Background: an optimization exercise with open tools, aiming at small area, a short achievable clock period and few clock cycles per item. Do not read the settings as production practice. Function was checked by simulation only, so behaviour that the tests miss may differ from the original. Power figures rest on the tool's default switching activity, not on a simulated workload.

// line_follow_pid_steering_core
module line_follow_pid_steering_core (
  input  logic        clk,
  input  logic        rst_n,
  input  logic        in_tvalid,
  output logic        in_tready,
  input  logic [47:0] in_tdata,    
  input  logic        in_tlast,    
  output logic        out_tvalid,
  input  logic        out_tready,
  output logic [47:0] out_tdata,
  input  logic        cfg_valid,
  output logic        cfg_ready,
  input  logic [2:0]  cfg_index,
  input  logic [31:0] cfg_data
);
Size in the first run: about 730 flip-flops, about 0.053 mm^2 of cells after synthesis.
==> flow/config.mk <==
export PLATFORM = sky130hd
export DESIGN_NAME = line_follow_pid_steering_core
export DESIGN_NICKNAME = line_follow_pid_steering_core
export VERILOG_FILES = /design/flow/design.v
export SDC_FILE = /design/flow/constraint.sdc
export NUM_CORES = 4
export LEC_CHECK = 0
export CAP_MARGIN = 20
export CORE_MARGIN = 2
export CORE_UTILIZATION = 40
export SLEW_MARGIN = 20
==> flow/constraint.sdc <==
create_clock -name core_clock -period 11.0 [get_ports {clk}]
set_input_delay 2.2000 -clock core_clock [delete_from_list [all_inputs] [get_ports {clk}]]
set_output_delay 2.2000 -clock core_clock [all_outputs]
set_load 0.01 [all_outputs]
standard.sh (not shown) runs the stock make flow with config.mk's settings and CLKGATE_MAP_FILE= SYNTH_SCRIPT=/design/flow/synth_recipe.tcl, a recipe that flattens the netlist after the stock synthesis.
==> flow/flow/run.sh <==
#!/bin/bash
set -euo pipefail
bash standard.sh SETUP_SLACK_MARGIN=7 finish > standard.log 2>&1
Testbench counts at the start, summed over its fixed seeds: cycles 5,472, scans 320.
Then changed:
Settings changed: CTS_BUF_LIST set to sky130_fd_sc_hd__clkbuf_4 sky130_fd_sc_hd__clkbuf_8.
Non-clock buffer count rises by 7; critical path depth stays the same; sequential share of layout area stays flat; setup slack is better by 19 ps; design area hardly moves; synthesized area does not change.
Then changed:
Settings changed: CORE_UTILIZATION 40 to 55, CTS_BUF_LIST sky130_fd_sc_hd__clkbuf_4 sky130_fd_sc_hd__clkbuf_8 to unset.
Wire length goes down by 1.7%.
Clock-buffer cell count decreases by 90.
Cell count went down by about 8%.
Design area falls by 1.5%.
Fmax decreases by 0.32%.
Global-route usage climbs by 7.8 points.
Core utilization went up by 16 points.
Non-clock buffer count is lower by 27.
Register-to-register slack hardly moves.

* * *

## v15
line_follow_pid_steering_core, a different RTL version from the one above (not shown whole).
Size in the first run: roughly 5500 cells after synthesis, ~700 flip-flops, ~140 I/O pins, roughly 0.051 mm^2 of cells after synthesis.
export LEC_CHECK = 0
export CAP_MARGIN = 20
export CORE_MARGIN = 2
export CORE_UTILIZATION = 40
export SLEW_MARGIN = 20
create_clock -name core_clock -period 11.0 [get_ports {clk}]
==> flow/flow/run.sh <==
#!/bin/bash
set -euo pipefail
bash standard.sh SETUP_SLACK_MARGIN=7 "BUFFER_PORTS_ARGS=-buffer_cell sky130_fd_sc_hd__buf_2" finish > standard.log 2>&1
v15 went all the way through synthesis, placement and routing and the layout is clean on timing, DRC and antenna.
Testbench counts of v15, summed over its fixed seeds: cycles 5,456, scans 320.
Input-level comparison between v46 and v15:
==> flow/flow/run.sh <==
#!/bin/bash
set -euo pipefail
bash standard.sh SETUP_SLACK_MARGIN=7 finish > standard.log 2>&1
[summary]
In v46, the power came out about 2% below the value in v15.
v15 -> v46: clock slew at the register clock pins of the worst setup and hold paths flat
Changes observed in v46 relative to v15: routed wire length saw an increase, switching part of the total power saw an increase, number of cells on the critical path saw a decrease, final critical delay including setup and external delays saw an increase, smallest hold slack saw little to no change.
--- input diff v46..v23 ---
# v46
export LEC_CHECK = 0
export CAP_MARGIN = 20
export CORE_MARGIN = 2
export CORE_UTILIZATION = 40
export SLEW_MARGIN = 20
create_clock -name core_clock -period 11.0 [get_ports {clk}]
# v23
export LEC_CHECK = 0
export CAP_MARGIN = 20
export CORE_MARGIN = 2
export CORE_UTILIZATION = 40
export CTS_CLUSTER_DIAMETER = 70
export CTS_CLUSTER_SIZE = 30
export SLEW_MARGIN = 20
create_clock -name core_clock -period 11.0 [get_ports {clk}]
==> flow/flow/run.sh <==
#!/bin/bash
set -euo pipefail
bash standard.sh SETUP_SLACK_MARGIN=7 "BUFFER_PORTS_ARGS=-buffer_cell sky130_fd_sc_hd__buf_2" finish > standard.log 2>&1
[summary]
v23: no failed stages, no open violations at the end
v46 reports its launch point of the critical path as out_r[0] while v23 reports dt_r[0].
Going from v46 to v23, post-layout minimum cycle time climbed 0.010 ns, number of setup buffers added after CTS dropped 14, number of filler cells placed in the layout climbed 0.40%.
Summary of v23 over v46: length of routed wiring on met1 shrank by about 0.43%, met3 track demand over resource held steady, clock-buffer cell count shrank by 28%, post-layout worst setup margin shrank by 0.010 ns.

re-timing with driven ports:
How much do the figures lean on ideal ports? The routed layouts below were timed once more, with nothing changed but the port constraints. Step 1 assumes that a clkbuf_16 drives the clock port and a buf_2 every other input. Step 2 also shifts input and output timing later by t, the mid clock arrival at the registers, as if the neighbouring blocks saw the same clock. a / b / c = ideal / step 1 / step 2; a / b = the first two.
run | t, ns | slack for setup (ns) | hold WS [ns] | worst data-port slew with drivers (ns) | pins driven straight from the clock port
the first run of note 1 | 0.766 | 7.067 / 6.995 / 6.668 | 0.465 / 0.465 / 0.465 | 0.09 | 1
the second run of note 1 | 0.915 | 7.087 / 7.012 / 6.669 | 0.462 / 0.462 / 0.462 | 0.09 | 1
the third run of note 1 | 0.739 | 7.074 / 6.997 / 6.748 | 0.464 / 0.464 / 0.464 | 0.06 | 1
v15 | 0.750 | 7.113 / 7.113 / 6.942 | 0.454 / 0.454 / 0.454 | 0.06 | 1
v46 | 0.745 | 7.079 / 7.008 / 6.672 | 0.452 / 0.452 / 0.452 | 0.04 | 1
v23 | 0.738 | 7.069 / 7.069 / 6.932 | 0.456 / 0.456 / 0.456 | 0.06 | 1
After both steps setup and hold are still met in every run listed. For the second run of note 1, which loses most, drivers alone change the setup slack by -0.075 ns; drivers and shift together by -0.418 ns.
